From an optimization exercise on the open Yosys and OpenROAD flow, aimed at small area, a short achievable clock period and few clock cycles; shortcuts taken in it are not production practice. The RTL was checked by simulation tests, not by an equivalence proof against the original design. Power is estimated from default activity; no workload was simulated.

==> flow/design.v <==
`default_nettype none
package l3_cache_pkg;
  localparam int NUM_PORTS = 4;
  localparam int PORT_W    = 2;
  localparam int ADDR_W   = 16;
  localparam int DATA_W   = 32;
  localparam int INDEX_W  = 4;
  localparam int NUM_SETS = 16;
  localparam int TAG_W    = ADDR_W - INDEX_W;
  localparam int REQ_W    = 1 + ADDR_W + DATA_W + PORT_W;  
  localparam int RSP_DEPTH = 12;  
  localparam int MEM_DEPTH = 4;   
  localparam int RSP_CNT_W = 4;   
  localparam int MEM_CNT_W = 3;   
  localparam int RID_W     = 4;   
  localparam int RD_LIMIT  = 15;  
  typedef struct packed {
    logic              write;
    logic [ADDR_W-1:0] addr;
    logic [DATA_W-1:0] wdata;
    logic [PORT_W-1:0] port;
  } l3_req_t;
  typedef struct packed {
    logic [PORT_W-1:0] port;
    logic              write;
    logic [DATA_W-1:0] data;  
  } l3_rsp_t;
  typedef struct packed {
    logic              write;
    logic [ADDR_W-1:0] addr;
    logic [DATA_W-1:0] data;
  } mem_req_t;
endpackage
`default_nettype wire
`default_nettype none
module l3_req_arbiter (
  input  logic                                 clk,
  input  logic                                 reset,
  input  logic [l3_cache_pkg::NUM_PORTS-1:0]   port_valid,
  input  logic [l3_cache_pkg::NUM_PORTS*l3_cache_pkg::REQ_W-1:0] port_req,  
  output logic [l3_cache_pkg::NUM_PORTS-1:0]   port_ready,
  input  logic                                 room,       
  output logic                                 accept,     
  output logic                                 granted,    
  output logic                                 arb_valid,
  output l3_cache_pkg::l3_req_t                arb_req,
  output logic [l3_cache_pkg::ADDR_W-1:0]      nxt_addr    
);
  localparam int NUM_PORTS = l3_cache_pkg::NUM_PORTS;
  localparam int PORT_W    = l3_cache_pkg::PORT_W;
  localparam int REQ_W     = l3_cache_pkg::REQ_W;
  typedef l3_cache_pkg::l3_req_t l3_req_t;
  logic [PORT_W-1:0]    last_port;    
  logic [PORT_W-1:0]    rdy_port;     
  logic [PORT_W-1:0]    base;
  logic [NUM_PORTS-1:0] cand;
  logic [NUM_PORTS-1:0] pick;
  l3_req_t              acc_req;
  always_comb begin
    rdy_port = '0;
    for (int p = 0; p < NUM_PORTS; p++) begin
      if (port_ready[p]) begin
        rdy_port = PORT_W'(p);
      end
    end
  end
  assign granted  = |port_ready;
  assign nxt_addr = acc_req.addr;
  assign accept  = |(port_valid & port_ready);
  always_comb begin
    acc_req      = port_req[rdy_port*REQ_W +: REQ_W];
    acc_req.port = rdy_port;
  end
  assign cand = port_valid & ~port_ready;
  assign base = granted ? rdy_port : last_port;
  always_comb begin
    logic [PORT_W-1:0] c;
    logic              found;
    pick  = '0;
    found = 1'b0;
    for (int i = 1; i <= NUM_PORTS; i++) begin
      c = base + PORT_W'(i);
      if (!found && cand[c]) begin
        found   = 1'b1;
        pick[c] = 1'b1;
      end
    end
  end
  always_ff @(posedge clk or posedge reset) begin
    if (reset) begin
      port_ready <= '0;
      arb_valid  <= 1'b0;
      last_port  <= PORT_W'(NUM_PORTS - 1);  
    end else begin
      port_ready <= room ? pick : '0;
      arb_valid  <= accept;
      last_port  <= base;
    end
  end
  always_ff @(posedge clk) begin
    if (granted) begin
      arb_req <= acc_req;
    end
  end
endmodule
`default_nettype wire
`default_nettype none
module l3_lookup (
  input  logic                               clk,
  input  logic                               reset,
  input  logic                               arb_valid,
  input  l3_cache_pkg::l3_req_t              arb_req,
  input  logic                               nxt_load,   
  input  logic [l3_cache_pkg::ADDR_W-1:0]    nxt_addr,   
  output logic                               miss_load,
  output logic                               miss_push,
  output logic                               miss_wb,
  output logic [l3_cache_pkg::TAG_W-1:0]     miss_wb_tag,
  output logic [l3_cache_pkg::DATA_W-1:0]    miss_wb_data,
  output logic [l3_cache_pkg::ADDR_W-1:0]    miss_addr,
  output logic                               rq_push,
  output logic [l3_cache_pkg::PORT_W-1:0]    rq_port,
  output logic                               rq_write,
  output logic [l3_cache_pkg::DATA_W-1:0]    rq_data,
  output logic                               rq_wait,
  output logic [l3_cache_pkg::RID_W-1:0]     rq_rid,
  input  logic                               mem_rsp_valid,
  input  logic [l3_cache_pkg::DATA_W-1:0]    mem_rsp_data,
  output logic [l3_cache_pkg::RID_W-1:0]     ret_rid,
  output logic [l3_cache_pkg::RID_W-1:0]     rd_inflight
);
  localparam int ADDR_W   = l3_cache_pkg::ADDR_W;
  localparam int DATA_W   = l3_cache_pkg::DATA_W;
  localparam int INDEX_W  = l3_cache_pkg::INDEX_W;
  localparam int NUM_SETS = l3_cache_pkg::NUM_SETS;
  localparam int TAG_W    = l3_cache_pkg::TAG_W;
  localparam int RID_W    = l3_cache_pkg::RID_W;
  logic [NUM_SETS-1:0][TAG_W-1:0]  tag_q;   
  logic [NUM_SETS-1:0][DATA_W-1:0] data_q;
  logic [NUM_SETS-1:0][RID_W-1:0]  prid_q;  
  logic [NUM_SETS-1:0] valid_q;
  logic [NUM_SETS-1:0] dirty_q;
  logic [NUM_SETS-1:0] pend_q;
  logic [RID_W-1:0] alloc_q;   
  logic [RID_W-1:0] ret_q;     
  logic [RID_W-1:0] infl_q;    
  logic [ADDR_W-1:0]  cur_addr;
  logic [INDEX_W-1:0] cur_index;
  logic [TAG_W-1:0]   cur_tag;
  logic               hit;
  logic               miss;
  logic [NUM_SETS-1:0] sel;       
  logic [INDEX_W-1:0] nxt_index;
  logic [TAG_W-1:0]   nxt_tag;
  logic [NUM_SETS-1:0][TAG_W:0] tag_valid;
  logic [TAG_W:0]     nxt_line;
  logic               hit_q;       
  logic [NUM_SETS-1:0][2:0] flags;
  logic [2:0]         line_flags;
  logic               line_valid;
  logic               line_dirty;
  logic [TAG_W-1:0]   line_tag;
  logic               line_pend;
  logic [RID_W-1:0]   line_prid;
  logic [DATA_W-1:0]  line_data;
  logic               line_ret;    
  logic [NUM_SETS-1:0] fill_hit;   
  assign cur_addr  = arb_req.addr;
  assign cur_index = cur_addr[INDEX_W-1:0];
  assign cur_tag   = cur_addr[ADDR_W-1:INDEX_W];
  always_comb begin
    for (int i = 0; i < NUM_SETS; i++) begin
      sel[i] = (cur_index == INDEX_W'(i));
    end
  end
  l3_sel16 #(.W(TAG_W))  tag_sel_i  (.in(tag_q),   .sel(cur_index), .out(line_tag));
  l3_sel16 #(.W(DATA_W)) data_sel_i (.in(data_q),  .sel(cur_index), .out(line_data));
  l3_sel16 #(.W(RID_W))  prid_sel_i (.in(prid_q),  .sel(cur_index), .out(line_prid));
  l3_sel16 #(.W(3))      flag_sel_i (.in(flags),   .sel(cur_index), .out(line_flags));
  always_comb begin
    for (int i = 0; i < NUM_SETS; i++) begin
      flags[i] = {valid_q[i], dirty_q[i], pend_q[i]};
    end
  end
  assign line_valid = line_flags[2];
  assign line_dirty = line_flags[1];
  assign line_pend  = line_flags[0];
  assign nxt_index = nxt_addr[INDEX_W-1:0];
  assign nxt_tag   = nxt_addr[ADDR_W-1:INDEX_W];
  l3_sel16 #(.W(TAG_W + 1)) nxt_sel_i (.in(tag_valid), .sel(nxt_index), .out(nxt_line));
  always_comb begin
    for (int i = 0; i < NUM_SETS; i++) begin
      tag_valid[i] = {valid_q[i], tag_q[i]};
    end
  end
  always_ff @(posedge clk) begin
    if (nxt_load) begin
      if (arb_valid && (nxt_index == cur_index)) begin
        hit_q <= (nxt_tag == cur_tag);
      end else begin
        hit_q <= nxt_line[TAG_W] && (nxt_line[TAG_W-1:0] == nxt_tag);
      end
    end
  end
  assign hit      = hit_q;
  assign miss     = !hit;
  assign line_ret = |(sel & fill_hit);
  assign ret_rid     = ret_q;
  assign rd_inflight = infl_q;
  assign miss_load    = arb_valid;
  assign miss_push    = arb_valid && miss;
  assign miss_wb      = line_valid && line_dirty;
  assign miss_wb_tag  = line_tag;
  assign miss_wb_data = line_data;
  assign miss_addr    = cur_addr;
  assign rq_push  = arb_valid;
  assign rq_port  = arb_req.port;
  assign rq_write = arb_req.write;
  always_comb begin
    rq_data = line_data;
    rq_wait = 1'b0;
    rq_rid  = line_prid;
    if (arb_req.write) begin
      rq_data = arb_req.wdata;
    end else if (miss) begin
      rq_wait = 1'b1;
      rq_rid  = alloc_q;
    end else if (line_ret) begin
      rq_data = mem_rsp_data;
    end else if (line_pend) begin
      rq_wait = 1'b1;
    end
  end
  always_comb begin
    for (int i = 0; i < NUM_SETS; i++) begin
      fill_hit[i] = mem_rsp_valid && pend_q[i] && (prid_q[i] == ret_q);
    end
  end
  always_ff @(posedge clk or posedge reset) begin
    if (reset) begin
      valid_q <= '0;
      pend_q  <= '0;
      alloc_q <= '0;
      ret_q   <= '0;
      infl_q  <= '0;
    end else begin
      if (mem_rsp_valid) begin
        ret_q <= ret_q + 1'b1;
      end
      if (arb_valid && miss) begin
        alloc_q <= alloc_q + 1'b1;
      end
      if (arb_valid && miss && !mem_rsp_valid) begin
        infl_q <= infl_q + 1'b1;
      end else if (mem_rsp_valid && !(arb_valid && miss)) begin
        infl_q <= infl_q - 1'b1;
      end
      for (int i = 0; i < NUM_SETS; i++) begin
        if (arb_valid && sel[i]) begin
          valid_q[i] <= 1'b1;
          if (arb_req.write) begin
            pend_q[i] <= 1'b0;
          end else if (miss) begin
            pend_q[i] <= 1'b1;
          end else if (fill_hit[i]) begin
            pend_q[i] <= 1'b0;
          end
        end else if (fill_hit[i]) begin
          pend_q[i] <= 1'b0;
        end
      end
    end
  end
  always_ff @(posedge clk) begin
    for (int i = 0; i < NUM_SETS; i++) begin
      if (arb_valid && sel[i] && arb_req.write) begin
        data_q[i] <= arb_req.wdata;
      end else if (fill_hit[i]) begin
        data_q[i] <= mem_rsp_data;
      end
      if (arb_valid && sel[i]) begin
        tag_q[i]   <= cur_tag;
        dirty_q[i] <= arb_req.write || (hit && dirty_q[i]);
        if (miss && !arb_req.write) begin
          prid_q[i] <= alloc_q;
        end
      end
    end
  end
endmodule
module l3_sel16 #(
  parameter int W = 1
) (
  input  logic [15:0][W-1:0] in,
  input  logic [3:0]         sel,
  output logic [W-1:0]       out
);
  logic [3:0][W-1:0] mid;
  always_comb begin
    for (int g = 0; g < 4; g++) begin
      case (sel[1:0])
        2'd0:    mid[g] = in[4*g];
        2'd1:    mid[g] = in[4*g+1];
        2'd2:    mid[g] = in[4*g+2];
        default: mid[g] = in[4*g+3];
      endcase
    end
    case (sel[3:2])
      2'd0:    out = mid[0];
      2'd1:    out = mid[1];
      2'd2:    out = mid[2];
      default: out = mid[3];
    endcase
  end
endmodule
`default_nettype wire
`default_nettype none
module l3_line_fill (
  input  logic                               clk,
  input  logic                               reset,
  input  logic                               miss_load,   
  input  logic                               miss_push,   
  input  logic                               miss_wb,
  input  logic [l3_cache_pkg::TAG_W-1:0]     miss_wb_tag,
  input  logic [l3_cache_pkg::DATA_W-1:0]    miss_wb_data,
  input  logic [l3_cache_pkg::ADDR_W-1:0]    miss_addr,
  output logic [l3_cache_pkg::MEM_CNT_W-1:0] mq_count,
  output logic                               mq_pop,
  output logic                               mem_req_valid,
  output l3_cache_pkg::mem_req_t             mem_req,
  input  logic                               mem_req_ready
);
  localparam int ADDR_W  = l3_cache_pkg::ADDR_W;
  localparam int DATA_W  = l3_cache_pkg::DATA_W;
  localparam int INDEX_W = l3_cache_pkg::INDEX_W;
  localparam int TAG_W   = l3_cache_pkg::TAG_W;
  localparam int DEPTH   = l3_cache_pkg::MEM_DEPTH;
  localparam int CNT_W   = l3_cache_pkg::MEM_CNT_W;
  logic [DEPTH-1:0][ADDR_W-1:0] addr_q;    
  logic [DEPTH-1:0][TAG_W-1:0]  wtag_q;    
  logic [DEPTH-1:0][DATA_W-1:0] wdata_q;   
  logic [DEPTH-1:0]             wb_q;      
  logic                         rd_done_q;  
  logic                         valid_q;   
  logic [CNT_W-1:0]             count_q;
  logic              take;
  logic              swap;      
  logic [CNT_W-1:0]  wr_pos;
  logic [CNT_W-1:0]  count_d;
  assign mq_count = count_q;
  always_comb begin
    mem_req_valid = valid_q;
    mem_req.write = rd_done_q;
    mem_req.addr  = addr_q[0];
    mem_req.data  = wdata_q[0];
  end
  assign take   = valid_q && mem_req_ready;
  assign mq_pop = take && (rd_done_q || !wb_q[0]);
  assign swap   = take && !rd_done_q && wb_q[0];
  assign wr_pos = mq_pop ? count_q - 1'b1 : count_q;
  always_comb begin
    count_d = count_q;
    if (miss_push && !mq_pop) begin
      count_d = count_q + 1'b1;
    end else if (mq_pop && !miss_push) begin
      count_d = count_q - 1'b1;
    end
  end
  always_ff @(posedge clk or posedge reset) begin
    if (reset) begin
      count_q   <= '0;
      valid_q   <= 1'b0;
      rd_done_q <= 1'b0;
    end else begin
      count_q <= count_d;
      valid_q <= (count_d != '0);
      if (mq_pop) begin
        rd_done_q <= 1'b0;
      end else if (swap) begin
        rd_done_q <= 1'b1;
      end
    end
  end
  always_ff @(posedge clk) begin
    for (int i = 0; i < DEPTH; i++) begin
      if (miss_load && (wr_pos == CNT_W'(i))) begin
        addr_q[i]  <= miss_addr;
        wtag_q[i]  <= miss_wb_tag;
        wdata_q[i] <= miss_wb_data;
        wb_q[i]    <= miss_wb;
      end else if (mq_pop) begin
        if (i < DEPTH - 1) begin
          addr_q[i]  <= addr_q[i+1];
          wtag_q[i]  <= wtag_q[i+1];
          wdata_q[i] <= wdata_q[i+1];
          wb_q[i]    <= wb_q[i+1];
        end
      end else if (swap && i == 0) begin
        addr_q[0][ADDR_W-1:INDEX_W] <= wtag_q[0];
      end
    end
  end
endmodule
`default_nettype wire
`default_nettype none
module l3_rsp_queue (
  input  logic                               clk,
  input  logic                               reset,
  input  logic                               push,
  input  logic [l3_cache_pkg::PORT_W-1:0]    push_port,
  input  logic                               push_write,
  input  logic [l3_cache_pkg::DATA_W-1:0]    push_data,
  input  logic                               push_wait,
  input  logic [l3_cache_pkg::RID_W-1:0]     push_rid,
  input  logic                               mem_rsp_valid,
  input  logic [l3_cache_pkg::DATA_W-1:0]    mem_rsp_data,
  input  logic [l3_cache_pkg::RID_W-1:0]     ret_rid,
  output logic [l3_cache_pkg::RSP_CNT_W-1:0] count,
  output logic                               pop,
  output logic                               rsp_valid,
  output l3_cache_pkg::l3_rsp_t              rsp,
  input  logic                               rsp_ready
);
  localparam int PORT_W = l3_cache_pkg::PORT_W;
  localparam int DATA_W = l3_cache_pkg::DATA_W;
  localparam int RID_W  = l3_cache_pkg::RID_W;
  localparam int DEPTH  = l3_cache_pkg::RSP_DEPTH;
  localparam int CNT_W  = l3_cache_pkg::RSP_CNT_W;
  logic [DEPTH-1:0][PORT_W-1:0] port_q;
  logic [DEPTH-1:0]             write_q;
  logic [DEPTH-1:0][DATA_W-1:0] data_q;
  logic [DEPTH-1:0]             wait_q;
  logic [DEPTH-1:0][RID_W-1:0]  rid_q;
  logic [CNT_W-1:0]             count_q;
  logic                         valid_q;   
  logic [DEPTH-1:0] cap;      
  logic [DEPTH-1:0] load;     
  logic [DEPTH-1:0] wait_d;
  logic [CNT_W-1:0] wr_pos;
  logic [CNT_W-1:0] count_d;
  assign count     = count_q;
  assign rsp_valid = valid_q;
  assign rsp.port  = port_q[0];
  assign rsp.write = write_q[0];
  assign rsp.data  = data_q[0];
  assign pop       = valid_q && rsp_ready;
  assign wr_pos    = pop ? count_q - 1'b1 : count_q;
  always_comb begin
    for (int i = 0; i < DEPTH; i++) begin
      cap[i]  = mem_rsp_valid && wait_q[i] && (rid_q[i] == ret_rid);
      load[i] = push && (wr_pos == CNT_W'(i));
    end
  end
  always_comb begin
    count_d = count_q;
    if (push && !pop) begin
      count_d = count_q + 1'b1;
    end else if (pop && !push) begin
      count_d = count_q - 1'b1;
    end
    for (int i = 0; i < DEPTH; i++) begin
      if (load[i]) begin
        wait_d[i] = push_wait;
      end else if (pop) begin
        wait_d[i] = (i < DEPTH - 1) ? (wait_q[i+1] && !cap[i+1]) : wait_q[i];
      end else begin
        wait_d[i] = wait_q[i] && !cap[i];
      end
    end
  end
  always_ff @(posedge clk or posedge reset) begin
    if (reset) begin
      count_q <= '0;
      valid_q <= 1'b0;
    end else begin
      count_q <= count_d;
      valid_q <= (count_d != '0) && !wait_d[0];
    end
  end
  always_ff @(posedge clk) begin
    wait_q <= wait_d;
    for (int i = 0; i < DEPTH; i++) begin
      if (load[i]) begin
        port_q[i]  <= push_port;
        write_q[i] <= push_write;
        data_q[i]  <= push_data;
        rid_q[i]   <= push_rid;
      end else if (pop) begin
        if (i < DEPTH - 1) begin
          port_q[i]  <= port_q[i+1];
          write_q[i] <= write_q[i+1];
          data_q[i]  <= cap[i+1] ? mem_rsp_data : data_q[i+1];
          rid_q[i]   <= rid_q[i+1];
        end
      end else if (cap[i]) begin
        data_q[i] <= mem_rsp_data;
      end
    end
  end
endmodule
module l3_fits #(
  parameter int W     = 4,
  parameter int LIMIT = 1
) (
  input  logic [W-1:0] count,
  input  logic         a,
  input  logic         g,
  input  logic         freed,
  output logic         ok
);
  logic le1, le2, le3;
  logic ok0, ok1;
  assign le1 = (count <= W'(LIMIT - 1));
  assign le2 = (count <= W'(LIMIT - 2));
  assign le3 = (count <= W'(LIMIT - 3));
  assign ok0 = (a && g) ? le3 : (a || g) ? le2 : le1;    
  assign ok1 = (a && g) ? le2 : (a || g) ? le1 : 1'b1;   
  assign ok  = freed ? ok1 : ok0;
endmodule
module l3_top (
  input  logic                                 clk,
  input  logic                                 reset,
  input  logic [l3_cache_pkg::NUM_PORTS-1:0]   port_valid,
  input  logic [l3_cache_pkg::NUM_PORTS*l3_cache_pkg::REQ_W-1:0] port_req,  
  output logic [l3_cache_pkg::NUM_PORTS-1:0]   port_ready,
  output logic                                 rsp_valid,
  output l3_cache_pkg::l3_rsp_t                rsp,
  input  logic                                 rsp_ready,
  output logic                                 mem_req_valid,
  output l3_cache_pkg::mem_req_t               mem_req,
  input  logic                                 mem_req_ready,
  input  logic                                 mem_rsp_valid,
  input  logic [l3_cache_pkg::DATA_W-1:0]      mem_rsp_data
);
  localparam int ADDR_W    = l3_cache_pkg::ADDR_W;
  localparam int DATA_W    = l3_cache_pkg::DATA_W;
  localparam int TAG_W     = l3_cache_pkg::TAG_W;
  localparam int PORT_W    = l3_cache_pkg::PORT_W;
  localparam int RID_W     = l3_cache_pkg::RID_W;
  localparam int RSP_DEPTH = l3_cache_pkg::RSP_DEPTH;
  localparam int MEM_DEPTH = l3_cache_pkg::MEM_DEPTH;
  localparam int RD_LIMIT  = l3_cache_pkg::RD_LIMIT;
  typedef l3_cache_pkg::l3_req_t l3_req_t;
  logic    room;
  logic    accept;
  logic    granted;
  logic    arb_valid;
  l3_req_t arb_req;
  logic [ADDR_W-1:0] nxt_addr;
  logic              miss_load;
  logic              miss_push;
  logic              miss_wb;
  logic [TAG_W-1:0]  miss_wb_tag;
  logic [DATA_W-1:0] miss_wb_data;
  logic [ADDR_W-1:0] miss_addr;
  logic              rq_push;
  logic [PORT_W-1:0] rq_port;
  logic              rq_write;
  logic [DATA_W-1:0] rq_data;
  logic              rq_wait;
  logic [RID_W-1:0]  rq_rid;
  logic [RID_W-1:0]  ret_rid;
  logic [RID_W-1:0]  rd_inflight;
  logic [l3_cache_pkg::MEM_CNT_W-1:0] mq_count;
  logic              mq_pop;
  logic [l3_cache_pkg::RSP_CNT_W-1:0] rq_count;
  logic              rq_pop;
  logic rq_fits, mq_fits, rd_fits;
  l3_fits #(.W(l3_cache_pkg::RSP_CNT_W), .LIMIT(RSP_DEPTH)) rq_fits_i (
    .count (rq_count), .a (arb_valid), .g (granted), .freed (rq_pop), .ok (rq_fits)
  );
  l3_fits #(.W(l3_cache_pkg::MEM_CNT_W), .LIMIT(MEM_DEPTH)) mq_fits_i (
    .count (mq_count), .a (arb_valid), .g (granted), .freed (mq_pop), .ok (mq_fits)
  );
  l3_fits #(.W(RID_W), .LIMIT(RD_LIMIT)) rd_fits_i (
    .count (rd_inflight), .a (arb_valid), .g (granted), .freed (mem_rsp_valid), .ok (rd_fits)
  );
  assign room = rq_fits && mq_fits && rd_fits;
  l3_req_arbiter arbiter_i (
    .clk        (clk),
    .reset      (reset),
    .port_valid (port_valid),
    .port_req   (port_req),
    .port_ready (port_ready),
    .room       (room),
    .accept     (accept),
    .granted    (granted),
    .arb_valid  (arb_valid),
    .arb_req    (arb_req),
    .nxt_addr   (nxt_addr)
  );
  l3_lookup lookup_i (
    .clk           (clk),
    .reset         (reset),
    .arb_valid     (arb_valid),
    .arb_req       (arb_req),
    .nxt_load      (granted),
    .nxt_addr      (nxt_addr),
    .miss_load     (miss_load),
    .miss_push     (miss_push),
    .miss_wb       (miss_wb),
    .miss_wb_tag   (miss_wb_tag),
    .miss_wb_data  (miss_wb_data),
    .miss_addr     (miss_addr),
    .rq_push       (rq_push),
    .rq_port       (rq_port),
    .rq_write      (rq_write),
    .rq_data       (rq_data),
    .rq_wait       (rq_wait),
    .rq_rid        (rq_rid),
    .mem_rsp_valid (mem_rsp_valid),
    .mem_rsp_data  (mem_rsp_data),
    .ret_rid       (ret_rid),
    .rd_inflight   (rd_inflight)
  );
  l3_line_fill line_fill_i (
    .clk           (clk),
    .reset         (reset),
    .miss_load     (miss_load),
    .miss_push     (miss_push),
    .miss_wb       (miss_wb),
    .miss_wb_tag   (miss_wb_tag),
    .miss_wb_data  (miss_wb_data),
    .miss_addr     (miss_addr),
    .mq_count      (mq_count),
    .mq_pop        (mq_pop),
    .mem_req_valid (mem_req_valid),
    .mem_req       (mem_req),
    .mem_req_ready (mem_req_ready)
  );
  l3_rsp_queue rsp_queue_i (
    .clk           (clk),
    .reset         (reset),
    .push          (rq_push),
    .push_port     (rq_port),
    .push_write    (rq_write),
    .push_data     (rq_data),
    .push_wait     (rq_wait),
    .push_rid      (rq_rid),
    .mem_rsp_valid (mem_rsp_valid),
    .mem_rsp_data  (mem_rsp_data),
    .ret_rid       (ret_rid),
    .count         (rq_count),
    .pop           (rq_pop),
    .rsp_valid     (rsp_valid),
    .rsp           (rsp),
    .rsp_ready     (rsp_ready)
  );
endmodule
`default_nettype wire
`default_nettype none
module l3_cache_top (
  input  logic         clk,
  input  logic         reset,
  input  logic [3:0]   port_valid,
  input  logic [3:0]   port_write,
  input  logic [63:0]  port_addr,
  input  logic [127:0] port_wdata,
  output logic [3:0]   port_ready,
  output logic         rsp_valid,
  output logic [1:0]   rsp_port,
  output logic         rsp_write,
  output logic [31:0]  rsp_data,
  input  logic         rsp_ready,
  output logic         mem_req_valid,
  output logic         mem_req_write,
  output logic [15:0]  mem_req_addr,
  output logic [31:0]  mem_req_data,
  input  logic         mem_req_ready,
  input  logic         mem_rsp_valid,
  input  logic [31:0]  mem_rsp_data
);
  localparam int NUM_PORTS = l3_cache_pkg::NUM_PORTS;
  localparam int PORT_W    = l3_cache_pkg::PORT_W;
  localparam int ADDR_W    = l3_cache_pkg::ADDR_W;
  localparam int DATA_W    = l3_cache_pkg::DATA_W;
  localparam int INDEX_W   = l3_cache_pkg::INDEX_W;
  localparam int NUM_SETS  = l3_cache_pkg::NUM_SETS;
  localparam int TAG_W     = l3_cache_pkg::TAG_W;
  localparam int REQ_W     = l3_cache_pkg::REQ_W;
  typedef l3_cache_pkg::l3_req_t  l3_req_t;
  typedef l3_cache_pkg::l3_rsp_t  l3_rsp_t;
  typedef l3_cache_pkg::mem_req_t mem_req_t;
  logic [NUM_PORTS*REQ_W-1:0] port_req;
  l3_rsp_t  rsp;
  mem_req_t mem_req;
  always_comb begin
    for (int p = 0; p < NUM_PORTS; p++) begin
      port_req[p*REQ_W +: REQ_W] = {port_write[p], port_addr[p*ADDR_W +: ADDR_W],
                                    port_wdata[p*DATA_W +: DATA_W], PORT_W'(p)};
    end
  end
  l3_top l3_top_i (
    .clk           (clk),
    .reset         (reset),
    .port_valid    (port_valid),
    .port_req      (port_req),
    .port_ready    (port_ready),
    .rsp_valid     (rsp_valid),
    .rsp           (rsp),
    .rsp_ready     (rsp_ready),
    .mem_req_valid (mem_req_valid),
    .mem_req       (mem_req),
    .mem_req_ready (mem_req_ready),
    .mem_rsp_valid (mem_rsp_valid),
    .mem_rsp_data  (mem_rsp_data)
  );
  assign rsp_port      = rsp.port;
  assign rsp_write     = rsp.write;
  assign rsp_data      = rsp.data;
  assign mem_req_write = mem_req.write;
  assign mem_req_addr  = mem_req.addr;
  assign mem_req_data  = mem_req.data;
endmodule
`default_nettype wire
==> flow/constraint.sdc <==
create_clock -name core_clock -period 6.0 [get_ports {clk}]
set_input_delay 1.2000 -clock core_clock [delete_from_list [all_inputs] [get_ports {clk}]]
set_output_delay 1.2000 -clock core_clock [all_outputs]
set_load 0.01 [all_outputs]
==> flow/config.mk <==
export PLATFORM = sky130hd
export DESIGN_NAME = l3_cache_top
export DESIGN_NICKNAME = l3_cache_top
export VERILOG_FILES = /design/flow/design.v
export SDC_FILE = /design/flow/constraint.sdc
export NUM_CORES = 4
export LEC_CHECK = 0
export CAP_MARGIN = 20
export CORE_MARGIN = 2
export CORE_UTILIZATION = 50
export SETUP_SLACK_MARGIN = 3.3
export SLEW_MARGIN = 20
==> flow/run.sh <==
#!/bin/bash
# synth_recipe.tcl (not shown) runs the flow's synth.tcl, then flattens the netlist and writes it again
# the make line also repeats each setting of config.mk as NAME=value (left out here)
make -C /OpenROAD-flow-scripts/flow DESIGN_CONFIG=/design/flow/config.mk WORK_HOME=/design/flow/orfs CLKGATE_MAP_FILE= SYNTH_SCRIPT=/design/flow/synth_recipe.tcl finish
==> summary.txt, run 1 <==
clock buffer depth 3; post-synthesis sequential area ratio ~57%; layout cells sized above 1 34.93%; Max VDD drop 352.9 uV; Syn. warnings 10; initial drt markers 7638; final wirelength 285600 microns; Pwr Total 46.76 mW; CP required 6550 ps; asr flop ratio synth 3.763%; Final ANT Viol Nets 0; RePlAce Congestion 0.9004; HP Class flip-flop to flip-flop; vias in the first global route 56.20k; Final Hold Fails 0; die footprint 162500 sq um; Max Cap Viol 0; pwr/cell area about 470 nW/um^2; clk sinks 1621; Ports 327; status no timing/DRC/antenna violations; clk_skew roughly 28 ps; Top FF cell, synth edfxtp_1; pin count of the biggest net entering global routing 67; count of different cell masters after synthesis 75; CTS root buf clkbuf_16; cell count after synthesis 6281; Layout area overhead 24.93%; core box area between 150000 and 200000 sq um; Die H just over 400 microns; fin crit period 3597 ps; Pre-Repair DR Iteration Count 8; final slew viol count 0; crit path max fanout 7; number of synthesized flops with an enable pin 1229; cell area after synthesis 79660 sq um; crit path DAT approximately 4200 ps; CTS Buf Count roughly 180; CTS clock-pin slew for the worst setup and hold paths around 60 ps; vias post-DR between 50k and 60k; Pleak around 35 nW; post-DP HPWL 154300 microns; register bit total from synthesis approximately 1.6k; max frequency approximately 280 MHz; initial core utilization between 50% and 60%; unrepaired setup endpoints after global routing true; Clock Latency Late Sink 830 ps; TritonCTS clock tree yes; post-synthesis average cell area 12.68 sq um; first-pass GRT wire length 398700 microns; setup_tns 0 ps; grt total ovfl 0; NumNets Final 7048; type of the worst setup path flip-flop to flip-flop; gr usage total 33.67%; floorplan row count 146; antenna violations before repair 14; CTS H-tree lvls 4; Worst Setup End Kind flip-flop; Worst Tran Pin Value 1138 ps; final period utilization between 50 and 60%; # setup viols final 0; Die Width about 400 microns; DRC Markers 0; Post-Syn Nets 6540; Slew HR between 20% and 30%; number of vias per cell approximately 6.5; CP Launch Type flip-flop; IO Port Bufs 326; Routed wire per std cell 31.64 microns
==> timing repair <==
| action | 4_1_cts | 5_1_grt |
|---|---|---|
| hold buffers | 0 | 0 |
| gates resized for setup | 754 | 414 |
| setup buffers | 268 | 130 |
| pin swaps | 91 | 68 |
| cloned | 78 | 26 |
| setup endpoints to repair | 2426 | 1440 |
==> area by class of cell <==
type | count | area, sq um
clock buffers | 256 | 4960
multi-input cells | 3910 | 34690
well taps | 2072 | 2592
repair inverters | 2 | 16.27
inverters | 73 | 335.3
fillers | 12052 | 58860
flip-flops and latches | 1621 | 45090
repair buffers | 1004 | 11110
clock inverters | 77 | 696.9
diodes | 13 | 32.53
==> power breakdown <==
| group | internal, mW | leakage, nW | total (mW) | switching, mW |
|---|---|---|---|---|
| Sequential | 15.0 | 14.8 | 16.6 | 1.67 |
| Combinational | 8.67 | 17.6 | 19.3 | 10.6 |
| Clock | 6.18 | 2.77 | 10.8 | 4.66 |
==> stage by stage <==
| stage | utilization, % | worst slack [ps] | hold WS [ps] | std cells | cell area, sq um |
|---|---|---|---|---|---|
| global placement | 53.86 | 865.5 | 469.1 | 8179 | 85310 |
| global route | 62.82 | 2286 | 485.5 | 9015 | 99490 |
| detailed placement | 53.87 | 851.7 | 465.9 | 8180 | 85320 |
| floorplan | - | 2323 | 424.4 | 6281 | 81580 |
| CTS | 60.99 | 2502 | 480.1 | 8859 | 96590 |
| finish | 62.84 | 2403 | 474.1 | 9028 | 99520 |
==> worst paths after layout <==
kind | from | endpoint | slack, ps | cells past startpoint
worst max-delay path | l3_top_i.lookup_i.ret_q[0]$_DFFE_PP0P_ | l3_top_i.rsp_queue_i.data_q[379]$_DFFE_PP_ | 2400 | 14
worst min-delay path | l3_top_i.lookup_i.infl_q[3]$_DFFE_PP0P_ | l3_top_i.lookup_i.infl_q[3]$_DFFE_PP0P_ | 470 | 1
worst max register to register | l3_top_i.lookup_i.ret_q[0]$_DFFE_PP0P_ | l3_top_i.rsp_queue_i.data_q[379]$_DFFE_PP_ | 2400 | 14
worst min register to register | l3_top_i.lookup_i.infl_q[3]$_DFFE_PP0P_ | l3_top_i.lookup_i.infl_q[3]$_DFFE_PP0P_ | 470 | 1
max in group asynchronous | reset | l3_top_i.arbiter_i.port_ready[1]$_DFF_PP0_ | 4020 | 4
min in group asynchronous | reset | l3_top_i.rsp_queue_i.count_q[2]$_DFF_PP0_ | 640 | 2
==> critical path, cell delays in order (launching register included) <==
cell       delay [ps]
dfrtp_4           540
buf_4             200
nor2b_1           140
a2111oi_1         470
nand4_1           150
a21oi_1           270
nor4_4            100
a31oi_4           210
buf_12            180
buf_12            120
buf_16            140
mux2_4            320
mux2i_4           200
buf_6             170
mux2i_1            80
==> logic make-up (layout without fill, tap and decap cells) <==
group,Yosys count,after routing,synth area share (%)
other,0,13,0
flip-flops,1621,1621,56.57
AND/OR/NAND/NOR,1071,1104,5.794
buffers and inverters,785,1412,4.344
AO/OA/AOI/OAI,1503,1505,12.73
XOR/XNOR,130,130,1.429
multiplexers,1148,1148,18.76
adder cells (fa/ha/maj),23,23,0.3675
==> layer usage <==
metal	global-route usage (%)	wire, microns	vias to the layer above
li1	-	-	25173
met1	46.82	115000	30041
met2	51.73	129000	3274
met3	8.633	31230	632
met4	10.91	10330	6
met5	0	29	-
==> registers in the layout, summed over array words and instances (netlist names), 2 cells and up <==
register                       flops
l3_top_i.lookup_i.dirty_q         16
l3_top_i.rsp_queue_i.wait_q       12
l3_top_i.rsp_queue_i.write_q      12
l3_top_i.rsp_queue_i.count_q       4
l3_top_i.line_fill_i.count_q       3
l3_top_i.rsp_queue_i.data_q      384
l3_top_i.lookup_i.valid_q         16
l3_top_i.line_fill_i.wdata_q     128
l3_top_i.lookup_i.infl_q           4
l3_top_i.arbiter_i.arb_req        51
l3_top_i.lookup_i.data_q         512
l3_top_i.rsp_queue_i.port_q       24
l3_top_i.lookup_i.alloc_q          4
l3_top_i.arbiter_i.last_port       2
l3_top_i.lookup_i.tag_q          192
l3_top_i.lookup_i.ret_q            4
l3_top_i.rsp_queue_i.rid_q        48
l3_top_i.line_fill_i.addr_q       64
l3_top_i.arbiter_i.port_ready      4
l3_top_i.lookup_i.pend_q          16
l3_top_i.line_fill_i.wtag_q       48
l3_top_i.line_fill_i.wb_q          4
l3_top_i.lookup_i.prid_q          64
==> cells in the mapped netlist, drive strengths merged, types with 71 or more instances <==
cell type	n	area [sq um]
nand2	624	2342
buf	261	1494
clkbuf	451	1693
o211ai	240	1815
o21ai	500	2502
dfxtp	331	6626
inv	71	266.5
o22a	321	2811
mux2i	278	2783
mux2	660	7436
a21oi	173	865.8
edfxtp	1229	36910
nor2	172	653.1
mux4	210	4730
==> placed cells by master (no fill, tap or decap), types with 28 or more instances in the layout <==
cell type,n
mux2i_1,249
dfrtp_1,46
a21oi_2,51
nand3_1,44
nand2_1,546
dfxtp_1,331
a211oi_1,42
clkdlybuf4s50_1,223
nor2b_1,45
clkbuf_1,59
buf_16,38
o21ai_1,106
mux4_2,210
buf_12,63
o22a_1,320
nor2_1,136
mux2_4,37
xor2_1,63
nand2_2,34
xnor2_1,64
o21ai_2,159
edfxtp_1,1229
buf_4,334
mux2_2,623
inv_1,54
buf_6,200
nand2_8,35
clkbuf_16,194
o211ai_1,239
o21ai_0,228
a21oi_1,118
clkinv_1,28
clkdlybuf4s15_1,59
Testbench counts, summed over its fixed seeds: cycles 2,359.
==> inputs of run 2 (changes only) <==
--- a/flow/design.v
+++ b/flow/design.v
@@ -141,70 +141,64 @@
   logic [NUM_SETS-1:0] valid_q;
   logic [NUM_SETS-1:0] dirty_q;
   logic [NUM_SETS-1:0] pend_q;
+  logic [NUM_SETS-1:0] fnow_q;   
   logic [RID_W-1:0] alloc_q;   
   logic [RID_W-1:0] ret_q;     
   logic [RID_W-1:0] infl_q;    
-  logic [ADDR_W-1:0]  cur_addr;
-  logic [INDEX_W-1:0] cur_index;
-  logic [TAG_W-1:0]   cur_tag;
-  logic               hit;
-  logic               miss;
-  logic [NUM_SETS-1:0] sel;       
-  logic [INDEX_W-1:0] nxt_index;
-  logic [TAG_W-1:0]   nxt_tag;
-  logic [NUM_SETS-1:0][TAG_W:0] tag_valid;
-  logic [TAG_W:0]     nxt_line;
-  logic               hit_q;       
-  logic [NUM_SETS-1:0][2:0] flags;
-  logic [2:0]         line_flags;
-  logic               line_valid;
-  logic               line_dirty;
-  logic [TAG_W-1:0]   line_tag;
-  logic               line_pend;
-  logic [RID_W-1:0]   line_prid;
-  logic [DATA_W-1:0]  line_data;
-  logic               line_ret;    
-  logic [NUM_SETS-1:0] fill_hit;   
-  assign cur_addr  = arb_req.addr;
-  assign cur_index = cur_addr[INDEX_W-1:0];
-  assign cur_tag   = cur_addr[ADDR_W-1:INDEX_W];
-  always_comb begin
-    for (int i = 0; i < NUM_SETS; i++) begin
-      sel[i] = (cur_index == INDEX_W'(i));
-    end
-  end
-  l3_sel16 #(.W(TAG_W))  tag_sel_i  (.in(tag_q),   .sel(cur_index), .out(line_tag));
-  l3_sel16 #(.W(DATA_W)) data_sel_i (.in(data_q),  .sel(cur_index), .out(line_data));
-  l3_sel16 #(.W(RID_W))  prid_sel_i (.in(prid_q),  .sel(cur_index), .out(line_prid));
-  l3_sel16 #(.W(3))      flag_sel_i (.in(flags),   .sel(cur_index), .out(line_flags));
-  always_comb begin
-    for (int i = 0; i < NUM_SETS; i++) begin
-      flags[i] = {valid_q[i], dirty_q[i], pend_q[i]};
-    end
-  end
-  assign line_valid = line_flags[2];
-  assign line_dirty = line_flags[1];
-  assign line_pend  = line_flags[0];
+  logic [NUM_SETS-1:0] sel_q;    
+  logic                hit_q;    
+  logic [INDEX_W-1:0]  nxt_index;
+  logic [TAG_W-1:0]    nxt_tag;
+  logic [NUM_SETS-1:0] nxt_sel;
+  logic [NUM_SETS-1:0] nxt_hit;
+  logic [TAG_W-1:0]    cur_tag;
+  logic                hit;
+  logic                miss;
+  logic                rd_miss;
+  logic                same_line;
+  logic [NUM_SETS-1:0][DATA_W+TAG_W+RID_W+2:0] line_all;
+  logic [DATA_W+TAG_W+RID_W+2:0] line_sel;
+  logic                line_valid;
+  logic                line_dirty;
+  logic                line_pend;
+  logic [TAG_W-1:0]    line_tag;
+  logic [RID_W-1:0]    line_prid;
+  logic [DATA_W-1:0]   line_data;
+  logic                line_ret;    
+  logic [NUM_SETS-1:0] fill_hit;    
+  logic [NUM_SETS-1:0]            pend_d;
+  logic [NUM_SETS-1:0][RID_W-1:0] prid_d;
+  logic [RID_W-1:0]               ret_d;
   assign nxt_index = nxt_addr[INDEX_W-1:0];
   assign nxt_tag   = nxt_addr[ADDR_W-1:INDEX_W];
-  l3_sel16 #(.W(TAG_W + 1)) nxt_sel_i (.in(tag_valid), .sel(nxt_index), .out(nxt_line));
+  assign cur_tag   = arb_req.addr[ADDR_W-1:INDEX_W];
   always_comb begin
     for (int i = 0; i < NUM_SETS; i++) begin
-      tag_valid[i] = {valid_q[i], tag_q[i]};
+      nxt_sel[i] = (nxt_index == INDEX_W'(i));
+      nxt_hit[i] = valid_q[i] && (tag_q[i] == nxt_tag);
     end
   end
+  assign same_line = arb_valid && |(nxt_sel & sel_q);
   always_ff @(posedge clk) begin
     if (nxt_load) begin
-      if (arb_valid && (nxt_index == cur_index)) begin
-        hit_q <= (nxt_tag == cur_tag);
-      end else begin
-        hit_q <= nxt_line[TAG_W] && (nxt_line[TAG_W-1:0] == nxt_tag);
-      end
+      sel_q <= nxt_sel;
+      hit_q <= same_line ? (nxt_tag == cur_tag) : |(nxt_sel & nxt_hit);
+    end
+  end
+  always_comb begin
+    for (int i = 0; i < NUM_SETS; i++) begin
+      line_all[i] = {valid_q[i], dirty_q[i], pend_q[i], prid_q[i], tag_q[i], data_q[i]};
     end
   end
+  l3_pick16 #(.W(DATA_W + TAG_W + RID_W + 3)) line_pick_i (
+    .in (line_all), .sel (sel_q), .out (line_sel)
+  );
+  assign {line_valid, line_dirty, line_pend, line_prid, line_tag, line_data} = line_sel;
   assign hit      = hit_q;
-  assign miss     = !hit;
-  assign line_ret = |(sel & fill_hit);
+  assign miss     = !hit_q;
+  assign rd_miss  = arb_valid && miss && !arb_req.write;
+  assign fill_hit = mem_rsp_valid ? fnow_q : '0;
+  assign line_ret = mem_rsp_valid && |(sel_q & fnow_q);
   assign ret_rid     = ret_q;
   assign rd_inflight = infl_q;
   assign miss_load    = arb_valid;
@@ -212,7 +206,7 @@
   assign miss_wb      = line_valid && line_dirty;
   assign miss_wb_tag  = line_tag;
   assign miss_wb_data = line_data;
-  assign miss_addr    = cur_addr;
+  assign miss_addr    = arb_req.addr;
   assign rq_push  = arb_valid;
   assign rq_port  = arb_req.port;
   assign rq_write = arb_req.write;
@@ -232,20 +226,33 @@
     end
   end
   always_comb begin
+    ret_d = mem_rsp_valid ? ret_q + 1'b1 : ret_q;
     for (int i = 0; i < NUM_SETS; i++) begin
-      fill_hit[i] = mem_rsp_valid && pend_q[i] && (prid_q[i] == ret_q);
+      pend_d[i] = pend_q[i] && !fill_hit[i];
+      prid_d[i] = prid_q[i];
+      if (arb_valid && sel_q[i]) begin
+        if (arb_req.write) begin
+          pend_d[i] = 1'b0;
+        end else if (miss) begin
+          pend_d[i] = 1'b1;
+          prid_d[i] = alloc_q;
+        end
+      end
     end
   end
   always_ff @(posedge clk or posedge reset) begin
     if (reset) begin
       valid_q <= '0;
       pend_q  <= '0;
+      fnow_q  <= '0;
       alloc_q <= '0;
       ret_q   <= '0;
       infl_q  <= '0;
     end else begin
-      if (mem_rsp_valid) begin
-        ret_q <= ret_q + 1'b1;
+      ret_q  <= ret_d;
+      pend_q <= pend_d;
+      for (int i = 0; i < NUM_SETS; i++) begin
+        fnow_q[i] <= pend_d[i] && (prid_d[i] == ret_d);
       end
       if (arb_valid && miss) begin
         alloc_q <= alloc_q + 1'b1;
@@ -255,62 +262,38 @@
       end else if (mem_rsp_valid && !(arb_valid && miss)) begin
         infl_q <= infl_q - 1'b1;
       end
-      for (int i = 0; i < NUM_SETS; i++) begin
-        if (arb_valid && sel[i]) begin
-          valid_q[i] <= 1'b1;
-          if (arb_req.write) begin
-            pend_q[i] <= 1'b0;
-          end else if (miss) begin
-            pend_q[i] <= 1'b1;
-          end else if (fill_hit[i]) begin
-            pend_q[i] <= 1'b0;
-          end
-        end else if (fill_hit[i]) begin
-          pend_q[i] <= 1'b0;
-        end
+      if (arb_valid) begin
+        valid_q <= valid_q | sel_q;
       end
     end
   end
   always_ff @(posedge clk) begin
+    prid_q <= prid_d;
     for (int i = 0; i < NUM_SETS; i++) begin
-      if (arb_valid && sel[i] && arb_req.write) begin
+      if (arb_valid && sel_q[i] && arb_req.write) begin
         data_q[i] <= arb_req.wdata;
       end else if (fill_hit[i]) begin
         data_q[i] <= mem_rsp_data;
       end
-      if (arb_valid && sel[i]) begin
+      if (arb_valid && sel_q[i]) begin
         tag_q[i]   <= cur_tag;
         dirty_q[i] <= arb_req.write || (hit && dirty_q[i]);
-        if (miss && !arb_req.write) begin
-          prid_q[i] <= alloc_q;
-        end
       end
     end
   end
 endmodule
-module l3_sel16 #(
+module l3_pick16 #(
   parameter int W = 1
 ) (
   input  logic [15:0][W-1:0] in,
-  input  logic [3:0]         sel,
+  input  logic [15:0]        sel,
   output logic [W-1:0]       out
 );
-  logic [3:0][W-1:0] mid;
   always_comb begin
-    for (int g = 0; g < 4; g++) begin
-      case (sel[1:0])
-        2'd0:    mid[g] = in[4*g];
-        2'd1:    mid[g] = in[4*g+1];
-        2'd2:    mid[g] = in[4*g+2];
-        default: mid[g] = in[4*g+3];
-      endcase
-    end
-    case (sel[3:2])
-      2'd0:    out = mid[0];
-      2'd1:    out = mid[1];
-      2'd2:    out = mid[2];
-      default: out = mid[3];
-    endcase
+    out = '0;
+    for (int i = 0; i < 16; i++) begin
+      out = out | (in[i] & {W{sel[i]}});
+    end
   end
 endmodule
 `default_nettype wire
--- a/flow/config.mk
+++ b/flow/config.mk
@@ -8,5 +8,5 @@
 export CAP_MARGIN = 20
 export CORE_MARGIN = 2
 export CORE_UTILIZATION = 50
-export SETUP_SLACK_MARGIN = 3.3
+export SETUP_SLACK_MARGIN = 3.2
 export SLEW_MARGIN = 20
==> run 2 against run 1 <==
  * Global-route usage up 9.2 points
  * Synthesized cell count is 18% higher
  * First-iteration DRC count increased by 39%
  * Via count is 18% higher
  * Area after synthesis grew 2.6%
  * Clock-buffer cell count rose by 4
  * Maximum frequency grew 6.2%
  * Die area is 2.6% higher
  * Sequential power grew 13%
  * Combinational power is 9% higher
  * Routed wire length up 31%
==> summary.txt, run 2 <==
crit path DAT 4060 ps (was 4150 ps); post-synthesis sequential area ratio 55.42% (was 56.57%); Post-Syn Nets 7676 (was 6540); pwr/cell area 503.6 nW/um^2 (was 469.9 nW/um^2); post-route cell area 100700 sq um (was 99520 sq um); Synth Area in Compound Gates 15.68% (was 12.73%); Syn. warnings 6 (was 10); register bit total from synthesis 1653 (was 1621); Pleak 36.13 nW (was 35.15 nW); vias post-DR 69.61k (was 59.13k); layout cells sized above 1 28.63% (was 34.93%); non-filler cells, final 10.15k (was 9028); CTS clock-pin slew for the worst setup and hold paths 60 ps (about the same); first-pass GRT wire length 506700 microns (was 398700 microns); Post-Synth XOR/XNOR Area 3.397% (was 1.429%); Slew HR 17.49% (was 23.92%); commonest non-fill, non-tap cell in the layout edfxtp_1 (unchanged); type of the worst setup path flip-flop to flip-flop (unchanged); grt total ovfl 0 (unchanged); fill count 13.17k (was 12.05k); unrepaired setup endpoints after global routing true (unchanged); final period utilization 56.44% (was 59.95%); NumNets Final 8083 (was 7048); mux cell area share after synthesis 10.47% (was 18.76%); Final Hold Fails 0 (unchanged); most frequent cells after synthesis edfxtp_1, nand2_1, mux2_2 (was edfxtp_1, mux2_2, nand2_1); initial drt markers 10.59k (was 7638); Die Width 408.3 microns (was 403.2 microns); Post-DP Area 87640 sq um (was 85320 sq um); CP required 6670 ps (was 6550 ps); Top FF cell, synth edfxtp_1 (unchanged); asr flop ratio synth 4.658% (was 3.763%); termination of the worst setup path l3_top_i.lookup_i.hit_q$_DFFE_PN_ (was l3_top_i.rsp_queue_i.data_q[379]$_DFFE_PP_); clk sinks 1653 (was 1621); max reg flops 512 (unchanged); number of synthesized flops with an enable pin 1181 (was 1229); count of different cell masters after synthesis 101 (was 75); CTS Buf Count 176 (was 177); CP Launch Type flip-flop (unchanged); Yosys top cell area share 43.39% (was 46.33%); setup_tns 0 ps (unchanged); status no timing/DRC/antenna violations (unchanged); floorplan row count 148 (was 146); number of vias per cell 6.861 (was 6.549); largest area contributor in the netlist edfxtp_1 (unchanged); Synth area leaders edfxtp_1, dfxtp_1, mux2_2 (was edfxtp_1, mux2_2, dfxtp_1); Routed wire per std cell 36.98 microns (was 31.64 microns); pin count of the biggest net entering global routing 75 (was 67); Die H 408.3 microns (was 403.2 microns); cell count after synthesis 7417 (was 6281); largest family of logic cells by synthesized area compound AO/OA/AOI/OAI gates (was multiplexers); RePlAce Congestion 1.072 (was 0.9004); Adder-Cell Fraction of Synth Area 0.3827% (was 0.3675%); Ports 327 (unchanged); most frequent cells in the layout edfxtp_1, mux2_2, nand2_1 (unchanged); final slew viol count 0 (unchanged); FF-to-FF Start l3_top_i.arbiter_i.port_ready[1]$_DFF_PP0_ (was l3_top_i.lookup_i.ret_q[0]$_DFFE_PP0P_); Clock Latency Late Sink 840 ps (was 830 ps); R2R cell count 11 (was 14); Max Cap Viol 0 (unchanged); largest registers l3_top_i.lookup_i.data_q: 512 flops, l3_top_i.rsp_queue_i.data_q: 384 flops, l3_top_i.lookup_i.tag_q: 192 flops (unchanged); post-synthesis average cell area 11.02 sq um (was 12.68 sq um); die footprint 166700 sq um (was 162500 sq um); R2R setup slack 2610 ps (was 2400 ps); Simple-Gate Fraction of Synth Area 10.01% (was 5.794%); crit path from l3_top_i.arbiter_i.port_ready[1]$_DFF_PP0_ (was l3_top_i.lookup_i.ret_q[0]$_DFFE_PP0P_); hold_ws 464.3 ps (was 474.1 ps); # setup viols final 0 (unchanged); TritonCTS clock tree yes (unchanged); DRC Markers 0 (unchanged); Final ANT Viol Nets 0 (unchanged); max frequency 295.3 MHz (was 278.0 MHz); vias in the first global route 64.32k (was 56.20k); Post-Place Cells 9459 (was 8180); IO Port Bufs 326 (unchanged); gr usage total 42.91% (was 33.67%); Pre-Repair DR Iteration Count 6 (was 8); Pwr Total 50.73 mW (was 46.76 mW); most frequent cell after synthesis edfxtp_1 (unchanged); clk_skew 52.10 ps (was 28.36 ps); initial core utilization 50.27% (was 50.30%); Worst Setup End Kind flip-flop (unchanged); Worst R2R End l3_top_i.lookup_i.hit_q$_DFFE_PN_ (was l3_top_i.rsp_queue_i.data_q[379]$_DFFE_PP_); fin crit period 3386 ps (was 3597 ps); Worst Tran Pin Value 1238 ps (was 1138 ps); post-DP HPWL 226800 microns (was 154300 microns); core box area 162600 sq um (was 158400 sq um); Layout area overhead 23.25% (was 24.93%); cell area after synthesis 81740 sq um (was 79660 sq um); final wirelength 375200 microns (was 285600 microns); CTS root buf clkbuf_16 (unchanged); Max VDD drop 378.5 uV (was 352.9 uV); CTS H-tree lvls 4 (unchanged); HP Class flip-flop to flip-flop (unchanged); largest register by flop count l3_top_i.lookup_i.data_q (unchanged); crit path max fanout 8 (was 7); antenna violations before repair 27 (was 14); clock buffer depth 3 (unchanged)
[run 2: cell types whose count changed in the layout (fill, tap and decap cells not counted), moves of 145 or more]
cell	previous run	this run
o31ai_1	5	243
o22a_1	320	8
mux2i_1	249	104
a22oi_1	27	337
nor2_1	136	567
o211ai_1	239	21
o22ai_1	24	383
mux4_2	210	0
[run 2: stage by stage]
| step | worst slack [ps] | util [%] |
|---|---|---|
| finish | 2614 | 61.96 |
| global route | 2599 | 61.95 |
| CTS | 2647 | 59.78 |
| detailed placement | 948.9 | 53.90 |
| global placement | 782.4 | 53.83 |
| floorplan | 2643 | - |
[run 2: logic make-up (layout without fill, tap and decap cells)]
group | Yosys count | in the layout
other | 0 | 10
buffers and inverters | 901 | 1423
AND/OR/NAND/NOR | 1884 | 1900
adder cells (fa/ha/maj) | 25 | 25
AO/OA/AOI/OAI | 1864 | 1870
XOR/XNOR | 317 | 317
flip-flops | 1653 | 1653
multiplexers | 773 | 773
[run 2: worst max-delay path: stages (launching register included)]
cell	delay [ps]
dfrtp_4	530
buf_8	150
buf_12	130
mux2_2	390
mux2i_4	170
buf_4	240
nand2b_2	320
o221ai_1	160
or4_1	530
nor4_1	300
a311oi_2	110
a32oi_1	200
[run 2: where the power goes]
part / internal, mW / switching [mW]
registers: 16.2 / 2.60
clock network: 6.05 / 4.74
logic: 7.84 / 13.3
[run 2: area by class of cell]
type | count | area, sq um | area share, %
Tap cell | 2175 | 2721 | 2.701
Inverter | 130 | 578.1 | 0.5738
Clock inverter | 55 | 489.2 | 0.4856
Antenna cell | 10 | 25.02 | 0.02484
Multi-Input combinational cell | 4885 | 36410 | 36.14
Clock buffer | 260 | 5061 | 5.024
Sequential cell | 1653 | 45320 | 44.99
Timing Repair Buffer | 978 | 10140 | 10.06
[run 2: repair_timing]
item                                    in CTS  in global routing
hold buffers                                 0                  0
setup buffers                              200                110
cloned                                      38                 14
resized for setup                          564                650
endpoints found under the hold margin        0                  0
endpoints found under the setup margin    2019                838
pin swaps                                   63                 72
[run 2: worst min path at each step]
stage,slack [ps],startpoint,to,cells after the start
after detailed placement,460,l3_top_i.lookup_i.infl_q[3]$_DFFE_PP0P_,l3_top_i.lookup_i.infl_q[3]$_DFFE_PP0P_,1
final,460,l3_top_i.lookup_i.infl_q[3]$_DFFE_PP0P_,l3_top_i.lookup_i.infl_q[3]$_DFFE_PP0P_,1
after floorplan,440,l3_top_i.lookup_i.infl_q[3]$_DFFE_PP0P_,l3_top_i.lookup_i.infl_q[3]$_DFFE_PP0P_,1
after global placement,460,l3_top_i.lookup_i.infl_q[3]$_DFFE_PP0P_,l3_top_i.lookup_i.infl_q[3]$_DFFE_PP0P_,1
after global routing,490,l3_top_i.lookup_i.infl_q[3]$_DFFE_PP0P_,l3_top_i.lookup_i.infl_q[3]$_DFFE_PP0P_,1
after CTS,470,l3_top_i.lookup_i.infl_q[3]$_DFFE_PP0P_,l3_top_i.lookup_i.infl_q[3]$_DFFE_PP0P_,1
[run 2: routing by layer]
metal,routed length (microns),vias up,track usage (%)
li1,-,28562,-
met1,138900,34507,56.21
met2,160300,5194,64.05
met3,48850,1320,12.63
met4,27060,30,23.24
met5,178,-,0
Testbench counts of run 2, summed over its fixed seeds: cycles 2,359.
==> inputs of run 3 (changes only) <==
--- a/flow/design.v
+++ b/flow/design.v
@@ -49,6 +49,8 @@
   localparam int NUM_PORTS = l3_cache_pkg::NUM_PORTS;
   localparam int PORT_W    = l3_cache_pkg::PORT_W;
   localparam int REQ_W     = l3_cache_pkg::REQ_W;
+  localparam int ADDR_W    = l3_cache_pkg::ADDR_W;
+  localparam int DATA_W    = l3_cache_pkg::DATA_W;
   typedef l3_cache_pkg::l3_req_t l3_req_t;
   logic [PORT_W-1:0]    last_port;    
   logic [PORT_W-1:0]    rdy_port;     
@@ -56,6 +58,9 @@
   logic [NUM_PORTS-1:0] cand;
   logic [NUM_PORTS-1:0] pick;
   l3_req_t              acc_req;
+  logic [ADDR_W-1:0]    pick_addr;
+  logic [ADDR_W-1:0]    pick_addr_q;  
+  logic                 armed_q;      
   always_comb begin
     rdy_port = '0;
     for (int p = 0; p < NUM_PORTS; p++) begin
@@ -65,13 +70,13 @@
     end
   end
   assign granted  = |port_ready;
-  assign nxt_addr = acc_req.addr;
+  assign nxt_addr = pick_addr_q;
   assign accept  = |(port_valid & port_ready);
   always_comb begin
     acc_req      = port_req[rdy_port*REQ_W +: REQ_W];
     acc_req.port = rdy_port;
   end
-  assign cand = port_valid & ~port_ready;
+  assign cand = armed_q ? (port_valid & ~port_ready) : '0;
   assign base = granted ? rdy_port : last_port;
   always_comb begin
     logic [PORT_W-1:0] c;
@@ -89,15 +94,24 @@
   always_ff @(posedge clk or posedge reset) begin
     if (reset) begin
       port_ready <= '0;
+      armed_q    <= 1'b0;
       arb_valid  <= 1'b0;
       last_port  <= PORT_W'(NUM_PORTS - 1);  
     end else begin
       port_ready <= room ? pick : '0;
+      armed_q    <= 1'b1;
       arb_valid  <= accept;
       last_port  <= base;
     end
   end
+  always_comb begin
+    pick_addr = '0;
+    for (int p = 0; p < NUM_PORTS; p++) begin
+      pick_addr = pick_addr | (port_req[p*REQ_W + DATA_W + PORT_W +: ADDR_W] & {ADDR_W{pick[p]}});
+    end
+  end
   always_ff @(posedge clk) begin
+    pick_addr_q <= pick_addr;
     if (granted) begin
       arb_req <= acc_req;
     end
--- a/flow/config.mk
+++ b/flow/config.mk
@@ -8,5 +8,5 @@
 export CAP_MARGIN = 20
 export CORE_MARGIN = 2
 export CORE_UTILIZATION = 50
-export SETUP_SLACK_MARGIN = 3.2
+export SETUP_SLACK_MARGIN = 3.1
 export SLEW_MARGIN = 20
==> run 3 against run 2 <==
  * Final cell count is 7.3% lower
  * Critical path depth is 4 lower
  * Non-clock buffer count is 227 lower
  * Clock skew is 11 ps lower
  * Clock-buffer cell count is 11 lower
  * Highest routed layer unchanged
==> summary.txt, run 3 <==
register bit total from synthesis 1670 (was 1653); most frequent cells in the layout edfxtp_1, mux2_2, nand2_1 (unchanged); IO Port Bufs 326 (unchanged); crit path max fanout 27 (was 8); CP required 6560 ps (was 6670 ps); pwr/cell area 463.6 nW/um^2 (was 503.6 nW/um^2); R2R setup slack 3060 ps (was 2610 ps); CTS root buf clkbuf_16 (unchanged); final period utilization 49.04% (was 56.44%); count of different cell masters after synthesis 72 (was 101); CP Launch Type flip-flop (unchanged); Ports 327 (unchanged); hold-critical path depth 1 (unchanged); fin crit period 2942 ps (was 3386 ps); clock buffer depth 3 (unchanged); largest family of logic cells by synthesized area compound AO/OA/AOI/OAI gates (unchanged); CTS clock-pin slew for the worst setup and hold paths 60 ps (about the same); Max VDD drop 313.7 uV (was 378.5 uV); cell-internal power 27.17 mW (was 30.09 mW); CTS Buf Count 175 (was 176); Flop pwr share 41.1% (was 37.1%); gr usage total 34.96% (was 42.91%); HP Class flip-flop to flip-flop (unchanged); power share of the clock group 24.1% (was 21.3%); asr flop ratio synth 4.671% (was 4.658%); DRC Markers 0 (unchanged); Syn. warnings 6 (unchanged); grt total ovfl 0 (unchanged); cell count after synthesis 6974 (was 7417); Worst Tran Pin Value 1290 ps (was 1238 ps); largest area contributor in the netlist edfxtp_1 (unchanged); Post-CTS Hold Buffers 0 (unchanged); NumNets Final 7439 (was 8083); final wirelength 294800 microns (was 375200 microns); type of the worst setup path flip-flop to flip-flop (unchanged); initial core utilization 50.31% (was 50.27%); Die Width 403.2 microns (was 408.3 microns); critical path buffer and inverter count 4 (was 3); hold path endpoint l3_top_i.lookup_i.infl_q[3]$_DFFE_PP0P_ (unchanged); Post-Syn Nets 7233 (was 7676); clk sinks 1670 (was 1653); Comb power frac 34.8% (was 41.7%); CP max stage delay 500 ps (was 530 ps); Synth area leaders edfxtp_1, dfxtp_1, mux2_2 (unchanged); Adder-Cell Fraction of Synth Area 0.3926% (was 0.3827%); Routed wire per std cell 31.33 microns (was 36.98 microns); most used cell, CP buf_6; final slew viol count 0 (unchanged); vias in the first global route 57.81k (was 64.32k); CTS H-tree lvls 4 (unchanged); RePlAce Congestion 0.9387 (was 1.072); Critical Path, Cell by Cell buf_6, nand2_1, inv_1, buf_4, nand2_4, buf_6, mux2_2 (was buf_8, buf_12, mux2_2, mux2i_4, buf_4, nand2b_2, o221ai_1, or4_1, nor4_1, a311oi_2, a32oi_1); HP Start l3_top_i.lookup_i.infl_q[3]$_DFFE_PP0P_ (unchanged); post-DP HPWL 176100 microns (was 226800 microns); clk_skew 40.96 ps (was 52.10 ps); Final Hold Fails 0 (unchanged); Switching Share 37.72% (was 40.69%); setup_tns 0 ps (unchanged); largest register by flop count l3_top_i.lookup_i.data_q (unchanged); core box area 158400 sq um (was 162600 sq um); # setup viols final 0 (unchanged); Synth Area in Compound Gates 14.16% (was 15.68%); die footprint 162600 sq um (was 166700 sq um); Final ANT Viol Nets 0 (unchanged); largest registers l3_top_i.lookup_i.data_q: 512 flops, l3_top_i.rsp_queue_i.data_q: 384 flops, l3_top_i.lookup_i.tag_q: 192 flops (unchanged); post-route cell area 94110 sq um (was 100700 sq um); Worst R2R End l3_top_i.lookup_i.data_q[455]$_DFFE_PP_ (was l3_top_i.lookup_i.hit_q$_DFFE_PN_); antenna violations before repair 13 (was 27); layout cells sized above 1 22.80% (was 28.63%); Post-DP Area 84870 sq um (was 87640 sq um); most frequent cells after synthesis edfxtp_1, mux2_2, nand2_1 (was edfxtp_1, nand2_1, mux2_2); unrepaired setup endpoints after global routing true (unchanged); Pre-Repair DR Iteration Count 7 (was 6); Die H 403.2 microns (was 408.3 microns); pin count of the biggest net entering global routing 89 (was 75); max reg flops 512 (unchanged); Slew HR 13.07% (was 17.49%); number of synthesized flops with an enable pin 1181 (unchanged); Yosys top cell area share 44.51% (was 43.39%); max frequency 339.9 MHz (was 295.3 MHz); Post-Synth XOR/XNOR Area 3.353% (was 3.397%); Layout area overhead 18.12% (was 23.25%); cell area after synthesis 79670 sq um (was 81740 sq um); R2R cell count 7 (was 11); first-pass GRT wire length 415600 microns (was 506700 microns); FF-to-FF Start l3_top_i.lookup_i.sel_q[14]$_DFFE_PN_ (was l3_top_i.arbiter_i.port_ready[1]$_DFF_PP0_); Top FF cell, synth edfxtp_1 (unchanged); Net Sw Power 16.46 mW (was 20.64 mW); status no timing/DRC/antenna violations (unchanged); floorplan row count 146 (was 148); Critical Path Slowest Stage Cell edfxtp_1 (was dfrtp_4); Top Family by Delay on Critical Path buffers and inverters (was simple AND/OR/NAND/NOR gates); vias post-DR 61.30k (was 69.61k); post-synthesis average cell area 11.42 sq um (was 11.02 sq um); Pleak 32.85 nW (was 36.13 nW); Max Cap Viol 0 (unchanged); TritonCTS clock tree yes (unchanged); commonest non-fill, non-tap cell in the layout edfxtp_1 (unchanged); Simple-Gate Fraction of Synth Area 8.570% (was 10.01%); Clock Latency Late Sink 840 ps (about the same); Worst Setup End Kind flip-flop (unchanged); most frequent cell after synthesis edfxtp_1 (unchanged); mux cell area share after synthesis 11.79% (was 10.47%); number of vias per cell 6.514 (was 6.861); crit path DAT 3500 ps (was 4060 ps); initial drt markers 7744 (was 10.59k); post-synthesis sequential area ratio 57.29% (was 55.42%)
## run 3: changes by cell type in the layout (fill, tap and decap cells not counted), moves of 58 or more
cell,before,now
a21oi_1,155,229
a22oi_1,337,273
buf_4,407,307
buf_6,116,45
nand2_2,144,15
nand2_4,67,9
o22ai_1,383,294
o31ai_2,73,0
## run 3: layout make-up
class	instances	area (sq um)
Antenna cell	6	15.01
Sequential cell	1670	45670
Clock buffer	249	4837
Multi-Input combinational cell	4493	32430
Fill cell	12779	64270
Inverter	89	429.2
Tap cell	2072	2592
Timing Repair Buffer	751	7526
Clock inverter	80	604.3
## run 3: timing repair
item / in CTS / in global routing
pin swaps: 23 / 32
resized for setup: 329 / 169
gates cloned: 30 / 13
buffers inserted: 93 / 85
setup endpoints to repair: 1978 / 1276
## run 3: power groups by stage
stage | clock [mW] | combinational [mW] | sequential [mW]
floorplan | 0 | 9.07 | 16.9
global placement | 0 | 13.0 | 18.1
detailed placement | 0 | 13.2 | 18.2
CTS | 10.6 | 14.1 | 17.9
global route | 11.0 | 16.0 | 18.2
finish | 10.5 | 15.2 | 17.9
## run 3: worst max path at each step
stage          depth (start not counted)                                    from                                    endpoint  slack [ps]
2_1_floorplan                          6                           mem_req_ready   l3_top_i.line_fill_i.addr_q[16]$_DFFE_PP_        2820
3_3_place_gp                           9                               rsp_ready      l3_top_i.rsp_queue_i.wait_q[3]$_DFF_P_        1410
3_5_place_dp                           9                               rsp_ready      l3_top_i.rsp_queue_i.wait_q[3]$_DFF_P_        1370
4_1_cts                                6  l3_top_i.arbiter_i.arb_valid$_DFF_PP0_     l3_top_i.lookup_i.data_q[208]$_DFFE_PP_        2750
5_1_grt                               11    l3_top_i.lookup_i.sel_q[6]$_DFFE_PN_  l3_top_i.rsp_queue_i.data_q[371]$_DFFE_PP_        3050
6_report                               7   l3_top_i.lookup_i.sel_q[14]$_DFFE_PN_     l3_top_i.lookup_i.data_q[455]$_DFFE_PP_        3060
## run 3: metrics by stage
| stage | cells | hold slack [ps] | setup slack, ps | power (mW) | utilization, % |
|---|---|---|---|---|---|
| after floorplan | 6974 | 424.4 | 2824 | 25.98 | - |
| after global placement | 8852 | 466.0 | 1410 | 31.17 | 53.59 |
| after detailed placement | 8852 | 468.9 | 1367 | 31.42 | 53.59 |
| after CTS | 9304 | 476.4 | 2752 | 42.58 | 58.40 |
| after global routing | 9407 | 508.4 | 3052 | 45.16 | 59.42 |
| final | 9410 | 473.2 | 3058 | 43.63 | 59.42 |
## run 3: layer usage
| layer | vias to the layer above | GRT usage (%) | share of wire [%] |
|---|---|---|---|
| met2 | 3737 | 53.02 | 44 |
| li1 | 26388 | - | - |
| met3 | 665 | 7.980 | 11 |
| met5 | - | 0 | 0.027 |
| met4 | 10 | 13.63 | 4.4 |
| met1 | 30500 | 48.80 | 40 |
## run 3: cell families after synthesis
group	count (synthesis)
buffers and inverters	840
AOI/OAI and AO/OA	1681
xor gates and xnor gates	305
muxes	852
and+or+nand+nor	1600
other	1
adders and majority gates	25
DFF	1670
Testbench counts of run 3, summed over its fixed seeds: cycles 2,359.

port drivers added, routing unchanged:
The flow's constraints put no driver on any port. The routed layouts listed below were extracted and timed again, unchanged, in two steps. Step 1 sets driving cells, clkbuf_16 on the clock port and buf_2 on the other inputs (assumed; they add their load-dependent delay and slew). Step 2 times the ports against the registers' clock, not the clock port: input delays grow and output delays shrink by t, the midpoint of the rising clock arrivals with the driver on. a / b / c = no drivers / after step 1 / after step 2; a / b = the first two.
run	t, ns	setup WS [ns]	worst slew at a driven data input, ns	pins driven straight from the clock port
run 1	0.909	2.403 / 2.403 / 1.596	0.22	1
run 2	0.911	2.614 / 2.614 / 1.768	0.11	1
run 3	0.909	3.058 / 3.017 / 2.236	0.11	1
After both steps setup and hold are still met in every run listed. For run 2, which loses most, drivers alone change the setup slack by 0.000 ns; drivers and shift together by -0.846 ns.
